Context: an optimization exercise on an open-source flow, tuned for small area, a short achievable clock period and few clock cycles per item. The choices shown serve that exercise and are no tape-out recipe.
Function was checked by simulation only, so behaviour that the tests miss may differ from the original.
No activity file was given, so power comes from the tool's default toggle rates.

Design integer_to_radix_digits, start of the top module:
module integer_to_radix_digits
#(
	parameter int MAX_ALPHABET = 16
) (
	input  logic                   clk,
	input  logic                   arst_n,
	input  logic                   cfg_we,
	input  logic [CFG_IDX_W-1:0]   cfg_index,
	input  logic [CFG_W-1:0]       cfg_data,
	input  logic                   in_valid,
	output logic                   in_ready,
	input  logic signed [DATA_W-1:0] value,
	output logic                   out_valid,
	input  logic                   out_ready,
	output logic [CHAR_W-1:0]      out_char,
	output logic                   last_char
);
export LEC_CHECK = 0
export ABC_AREA = 1
export CAP_MARGIN = 20
export CORE_MARGIN = 2
export CORE_UTILIZATION = 60
export PLACE_DENSITY = 0.75
export SETUP_SLACK_MARGIN = 3.0
export SLEW_MARGIN = 20
create_clock -name core_clock -period 7.0 [get_ports {clk}]
run.sh (not shown) runs the stock make flow with config.mk's settings and CLKGATE_MAP_FILE= SYNTH_SCRIPT=/design/flow/synth_recipe.tcl, a recipe that flattens the netlist after the stock synthesis.
Testbench counts at the start, summed over its fixed seeds: cycles 10,277, values 960.
Next try:
--- a/flow/config.mk
+++ b/flow/config.mk
@@ -8 +7,0 @@
-export ABC_AREA = 1
@@ -11,3 +10,2 @@
-export CORE_UTILIZATION = 60
-export PLACE_DENSITY = 0.75
-export SETUP_SLACK_MARGIN = 3.0
+export CORE_UTILIZATION = 50
+export SETUP_SLACK_MARGIN = 3.6
The new run produced a clean layout.
Power rose by about 21%.
Clock power stays flat.
Global-route usage fell by 2.1 points.
Setup slack got worse by 0.23 ns.
Count of clock-buffer cells in the layout rose by 7.
Combinational power rose by 37%.

* * *

integer_to_radix_digits again, from the RTL that the note above started with.
clock: 7.0 ns
lec_check: 0
abc_area: 1
cap_margin: 20
core_margin: 2
core_utilization: 50
setup_slack_margin: 3.6
slew_margin: 20
Testbench counts at the start, summed over its fixed seeds: cycles 10,277, values 960.
Edit:
--- a/flow/config.mk
+++ b/flow/config.mk
@@ -8 +7,0 @@
-export ABC_AREA = 1
@@ -11,2 +10,2 @@
-export CORE_UTILIZATION = 50
-export SETUP_SLACK_MARGIN = 3.6
+export CORE_UTILIZATION = 40
+export SETUP_SLACK_MARGIN = 3.0
The changed run passed the timing, DRC and antenna checks.
Final area decreases by 2.5%.
Worst setup slack got worse by 0.72 ns.
Core utilization decreases by 12 points.
Via count decreases by 15%.
Total power increases by about 3.5%.
Routed wire length decreases by about 8%.
Critical path depth increases by 4.
Clock skew increases by 0.020 ns.
Synthesized area decreases by about 3%.
Edit:
--- a/flow/config.mk
+++ b/flow/config.mk
@@ -7,0 +8 @@
+export ABC_AREA = 1
@@ -10,2 +11,2 @@
-export CORE_UTILIZATION = 40
-export SETUP_SLACK_MARGIN = 3.0
+export CORE_UTILIZATION = 60
+export SETUP_SLACK_MARGIN = 3.6
What happened: Cell area went up by a few percent; clock skew decreases by 0.0080 ns; die area decreases by a quarter to a third.
Edit:
--- a/flow/config.mk
+++ b/flow/config.mk
@@ -11,2 +11,2 @@
-export CORE_UTILIZATION = 60
-export SETUP_SLACK_MARGIN = 3.6
+export CORE_UTILIZATION = 50
+export SETUP_SLACK_MARGIN = 3.9
Effect: The new run completed with no timing, DRC or antenna violations. Power rose by 18%. Routed wire length grows by 11%. Clock power decreases by about 5%. Sequential share of layout area drops by 3.7 points. Clock-buffer cell count came out higher by 12. Die area goes up by 20%.

* * *

integer_to_radix_digits again, from the RTL that the note above started with.
==> flow/config.mk <==
export PLATFORM = sky130hd
export DESIGN_NAME = integer_to_radix_digits
export DESIGN_NICKNAME = integer_to_radix_digits
export VERILOG_FILES = /design/flow/design.v
export SDC_FILE = /design/flow/constraint.sdc
export NUM_CORES = 4
export LEC_CHECK = 0
export ABC_AREA = 1
export CAP_MARGIN = 20
export CORE_MARGIN = 2
export CORE_UTILIZATION = 50
export SETUP_SLACK_MARGIN = 3.75
export SLEW_MARGIN = 20
==> flow/constraint.sdc <==
create_clock -name core_clock -period 7.0 [get_ports {clk}]
set_input_delay 1.4000 -clock core_clock [delete_from_list [all_inputs] [get_ports {clk}]]
set_output_delay 1.4000 -clock core_clock [all_outputs]
set_load 0.01 [all_outputs]
Testbench counts at the start, summed over its fixed seeds: cycles 10,277, values 960.
Next try:
--- a/flow/config.mk
+++ b/flow/config.mk
@@ -11,3 +11,3 @@
 export CORE_UTILIZATION = 50
-export SETUP_SLACK_MARGIN = 3.75
+export SETUP_SLACK_MARGIN = 3.3
 export SLEW_MARGIN = 20
Sequential power went down by about 2%. Via count fell by 3.6%. Clock power shrinks by about 3%. Wire length shrinks by about 6%. Clock skew decreases by 0.036 ns. Total power is lower by 12%. Count of clock-buffer cells in the layout is higher by 2. Core utilization drops by 5.1 points. Final cell count went down by 3.1%. Global-route usage shrinks by 1.3 points.
Next try:
--- a/flow/config.mk
+++ b/flow/config.mk
@@ -7,7 +7,6 @@
 export LEC_CHECK = 0
-export ABC_AREA = 1
 export CAP_MARGIN = 20
 export CORE_MARGIN = 2
-export CORE_UTILIZATION = 50
-export SETUP_SLACK_MARGIN = 3.3
+export CORE_UTILIZATION = 40
+export SETUP_SLACK_MARGIN = 3.5
 export SLEW_MARGIN = 20
Result: Power climbs by 17%. Setup slack loses 0.36 ns. Design area goes up by 6.9%. Count of clock-buffer cells in the layout shrinks by 10. Combinational power came out higher by 24%. Synthesized cell count decreases by 25%. Synthesized area drops by 3.1%. Sequential power is higher by 6.5%. Core utilization goes down by 6.9 points. Global-route usage is lower by 4.3 points.
Next try:
--- a/flow/config.mk
+++ b/flow/config.mk
@@ -7,6 +7,7 @@
 export LEC_CHECK = 0
+export ABC_AREA = 1
 export CAP_MARGIN = 20
 export CORE_MARGIN = 2
-export CORE_UTILIZATION = 40
-export SETUP_SLACK_MARGIN = 3.5
+export CORE_UTILIZATION = 50
+export SETUP_SLACK_MARGIN = 3.45
 export SLEW_MARGIN = 20
- worst setup slack improved by 0.53 ns
- register-to-register slack gets better by 0.53 ns
- global-route usage grows by 4.5 points
- via count came out higher by 13%
- clock skew fell by 0.042 ns
- hold slack is worse by 0.026 ns

==> afterwards: timing with drivers on the ports <==
In the flow no input, the clock included, has a driving cell. The finished layouts below were timed again as built, in two steps. Step 1: set_driving_cell puts a clkbuf_16 on clk and a buf_2 on each other input, an assumption about the parent block. Step 2 times the ports against the registers' clock, not the clock port: input delays grow and output delays shrink by t, the midpoint of the rising clock arrivals with the driver on. Slacks: ideal ports / drivers / drivers and shift; pairs: ideal ports / drivers.
run	t, ns	setup WS [ns]	hold slack, ns	cell pins on the clock port's net
the first run of note 1	0.689	3.129 / 3.129 / 2.736	0.354 / 0.354 / 0.354	1
the second run of note 1	0.708	2.904 / 2.904 / 2.904	0.374 / 0.374 / 0.374	1
the first run of note 2	0.712	3.720 / 3.700 / 3.115	0.376 / 0.376 / 0.376	1
the second run of note 2	0.682	3.002 / 3.002 / 2.580	0.411 / 0.411 / 0.411	1
the third run of note 2	0.695	3.616 / 3.616 / 3.086	0.356 / 0.356 / 0.356	1
the fourth run of note 2	0.704	3.606 / 3.606 / 3.381	0.349 / 0.349 / 0.349	1
the first run of note 3	0.706	3.736 / 3.736 / 3.189	0.351 / 0.351 / 0.351	1
the second run of note 3	0.708	3.411 / 3.345 / 2.892	0.357 / 0.357 / 0.357	1
the third run of note 3	0.725	3.049 / 3.049 / 2.900	0.382 / 0.382 / 0.382	1
the fourth run of note 3	0.708	3.580 / 3.580 / 2.982	0.357 / 0.357 / 0.357	1
After both steps setup and hold are still met in every run listed. For the first run of note 2, which loses most, drivers alone change the setup slack by -0.020 ns; drivers and shift together by -0.605 ns.
